Background: an optimization exercise with open tools, aiming at small area and a short achievable clock period. Do not read the settings as production practice. The RTL was checked by simulation tests, not by an equivalence proof against the original design. Power figures rest on the tool's default switching activity, not on a simulated workload.

## fir_systolic_cfg
module fir_systolic_cfg (
    input  logic               clk,
    input  logic               rst,
    input  logic               in_valid,
    input  logic signed [15:0] in_data,
    input  logic               coef_wr,
    input  logic [2:0]         coef_addr,
    input  logic signed [15:0] coef_data,
    output logic               out_valid,
    output logic signed [31:0] out_data,
    output logic               out_ovf
);
clock: 10.0 ns
lec_check: 0
abc_area: 1
cap_margin: 20
core_margin: 2
core_utilization: 40
cts_buf_list: sky130_fd_sc_hd__clkbuf_8
slew_margin: 20
standard.sh (not shown) runs the stock make flow with config.mk's settings and CLKGATE_MAP_FILE= SYNTH_SCRIPT=/design/flow/synth_recipe.tcl, a recipe that flattens the netlist after the stock synthesis.
==> flow/flow/run.sh <==
#!/bin/bash
# Standard layout, with one extra step between synthesis and floorplan:
# fa_polarity.py flips full-adder cells (a full adder is self-dual) so that
# fewer inverters are needed around them. The rewritten netlist is checked
# against the synthesised one with ABC's combinational equivalence check
# (same registers); if the check does not pass, the synthesised netlist is
# kept unchanged. Port buffers are plain buffers (buf_4) rather than the
# delay cell buffer_ports picks by itself.
set -euo pipefail
W=$(pwd)
R=$W/orfs/results/$FLOW_PLATFORM/fir_systolic_cfg/base
LIB=$FLOW_HOME/platforms/$FLOW_PLATFORM/lib/sky130_fd_sc_hd__tt_025C_1v80.lib
YB=$FLOW_HOME/../tools/install/yosys/bin
[ -x $YB/yosys ] || YB=$(dirname $(command -v yosys))

bash standard.sh synth > synth.log 2>&1

cp $R/1_2_yosys.v $W/netlist_synth.v
python3 flow/fa_polarity.py $W/netlist_synth.v $W/netlist_pol.v > polarity.log 2>&1

for n in synth pol; do
  cat > $W/blif_$n.ys <<EOT
read_liberty -ignore_miss_func $LIB
read_verilog $W/netlist_$n.v
hierarchy -top $FLOW_TOP
flatten
opt_clean
dffunmap
techmap
opt -fast
write_blif -gates $W/netlist_$n.blif
EOT
  $YB/yosys -q -l blif_$n.log $W/blif_$n.ys > /dev/null 2>&1
done
$YB/yosys-abc -c "cec $W/netlist_synth.blif $W/netlist_pol.blif" > cec.log 2>&1 || true
if grep -q "Networks are equivalent" cec.log; then
  echo "polarity: equivalent, using rewritten netlist" >> polarity.log
  cp $W/netlist_pol.v $R/1_2_yosys.v
  touch $R/1_2_yosys.v
else
  echo "polarity: NOT proven equivalent, keeping synthesised netlist" >> polarity.log
fi
rm -f $W/netlist_synth.blif $W/netlist_pol.blif

# repair_timing aims for this much setup slack (ns) at the design's clock
export SETUP_SLACK_MARGIN=5.3
export BUFFER_PORTS_ARGS="-inputs -outputs -buffer_cell sky130_fd_sc_hd__buf_4"
bash standard.sh finish > layout.log 2>&1
Other scripts of this flow, unchanged in this note and not shown: flow/flow/fa_polarity.py
==> next run, changes <==
--- a/flow/flow/run.sh
+++ b/flow/flow/run.sh
@@ -44,5 +44,5 @@
 
 # repair_timing aims for this much setup slack (ns) at the design's clock
-export SETUP_SLACK_MARGIN=5.3
+export SETUP_SLACK_MARGIN=5.4
 export BUFFER_PORTS_ARGS="-inputs -outputs -buffer_cell sky130_fd_sc_hd__buf_4"
 bash standard.sh finish > layout.log 2>&1
CTS_BUF_LIST = unset   (was sky130_fd_sc_hd__clkbuf_8)
What happened: The changed run produced a clean layout. Clock-buffer cell count came out lower by 16. Worst hold slack improved by 0.019 ns. Design area came out higher by a few percent. Utilization came out higher by 1.4 points. Non-clock buffer count came out higher by 61. Register-to-register slack improved by 0.03 ns. Sequential share of layout area came out lower by 0.72 points. Combinational power came out higher by a few percent.
==> next run, changes <==
--- a/flow/flow/run.sh
+++ b/flow/flow/run.sh
@@ -44,5 +44,5 @@
 
 # repair_timing aims for this much setup slack (ns) at the design's clock
-export SETUP_SLACK_MARGIN=5.4
+export SETUP_SLACK_MARGIN=5.3
 export BUFFER_PORTS_ARGS="-inputs -outputs -buffer_cell sky130_fd_sc_hd__buf_4"
 bash standard.sh finish > layout.log 2>&1
Result: The new run completed with no timing, DRC or antenna violations; sequential power fell by about 0.8%; hold slack is worse by 0.0049 ns; power fell by 2.7%.
==> next run, changes <==
--- a/flow/flow/run.sh
+++ b/flow/flow/run.sh
@@ -44,5 +44,5 @@
 
 # repair_timing aims for this much setup slack (ns) at the design's clock
-export SETUP_SLACK_MARGIN=5.3
+export SETUP_SLACK_MARGIN=5.5
 export BUFFER_PORTS_ARGS="-inputs -outputs -buffer_cell sky130_fd_sc_hd__buf_4"
 bash standard.sh finish > layout.log 2>&1
Synthesized area does not change.
Final area rose by 4.5%.
Global-route usage goes up by 2.5 points.
Fmax went up by 0.94%.
Wire length came out higher by 11%.
Cell count rises by 2.0%.
==> next run, changes <==
--- a/flow/flow/run.sh
+++ b/flow/flow/run.sh
@@ -43,6 +43,4 @@
 rm -f $W/netlist_synth.blif $W/netlist_pol.blif
 
-# repair_timing aims for this much setup slack (ns) at the design's clock
-export SETUP_SLACK_MARGIN=5.5
 export BUFFER_PORTS_ARGS="-inputs -outputs -buffer_cell sky130_fd_sc_hd__buf_4"
 bash standard.sh finish > layout.log 2>&1
CTS_BUF_LIST = sky130_fd_sc_hd__clkbuf_8   (was unset)
SETUP_SLACK_MARGIN = 5   (was unset)
The changed run produced a clean layout.
Sequential power drops slightly.
Routed wire length shrinks by about a fifth.
Maximum frequency falls by a few percent.
Final cell count shrinks by a few percent.
Utilization fell by 4.4 points.
Global-route usage shrinks by 5.0 points.
Non-clock buffer count went down by 198.
Register-to-register slack got worse by 0.39 ns.
==> next run, changes <==
--- a/flow/flow/run.sh
+++ b/flow/flow/run.sh
@@ -43,4 +43,6 @@
 rm -f $W/netlist_synth.blif $W/netlist_pol.blif
 
+# repair_timing aims for this much setup slack (ns) at the design's clock
+export SETUP_SLACK_MARGIN=5.2
 export BUFFER_PORTS_ARGS="-inputs -outputs -buffer_cell sky130_fd_sc_hd__buf_4"
 bash standard.sh finish > layout.log 2>&1
CTS_BUF_LIST = unset   (was sky130_fd_sc_hd__clkbuf_8)
SETUP_SLACK_MARGIN = unset   (was 5)
After rerunning:
- setup slack improved by 0.20 ns
- total power came out higher by a few percent
- final cell count is about the same

-- afterwards: timing with drivers on the ports --
The flow's constraints put no driver on any port. The routed layouts listed below were extracted and timed again, unchanged, in two steps. Step 1: set_driving_cell puts a clkbuf_16 on clk and a buf_2 on each other input, an assumption about the parent block. Step 2 also shifts input and output timing later by t, the mid clock arrival at the registers, as if the neighbouring blocks saw the same clock. Three values: ideal ports, drivers, drivers and shift; two values: the first two.
run	t (ns)	setup WS [ns]	worst hold slack (ns)	worst slew at a driven data input, ns
the first run	0.956	5.120 / 5.034 / 4.401	0.420 / 0.420 / 0.420	0.11
the second run	0.798	5.238 / 5.152 / 4.472	0.439 / 0.439 / 0.439	0.34
the third run	0.800	5.306 / 5.164 / 4.364	0.434 / 0.434 / 0.434	0.32
the fourth run	0.803	5.350 / 5.244 / 4.441	0.427 / 0.427 / 0.427	0.36
the fifth run	0.956	5.015 / 5.000 / 4.097	0.419 / 0.419 / 0.419	0.12
the sixth run	0.790	5.218 / 5.153 / 4.474	0.430 / 0.430 / 0.430	0.09
After both steps setup and hold are still met in every run listed. The setup slack of the third run, which loses most, moves by -0.142 ns with the drivers and by -0.942 ns with both steps.
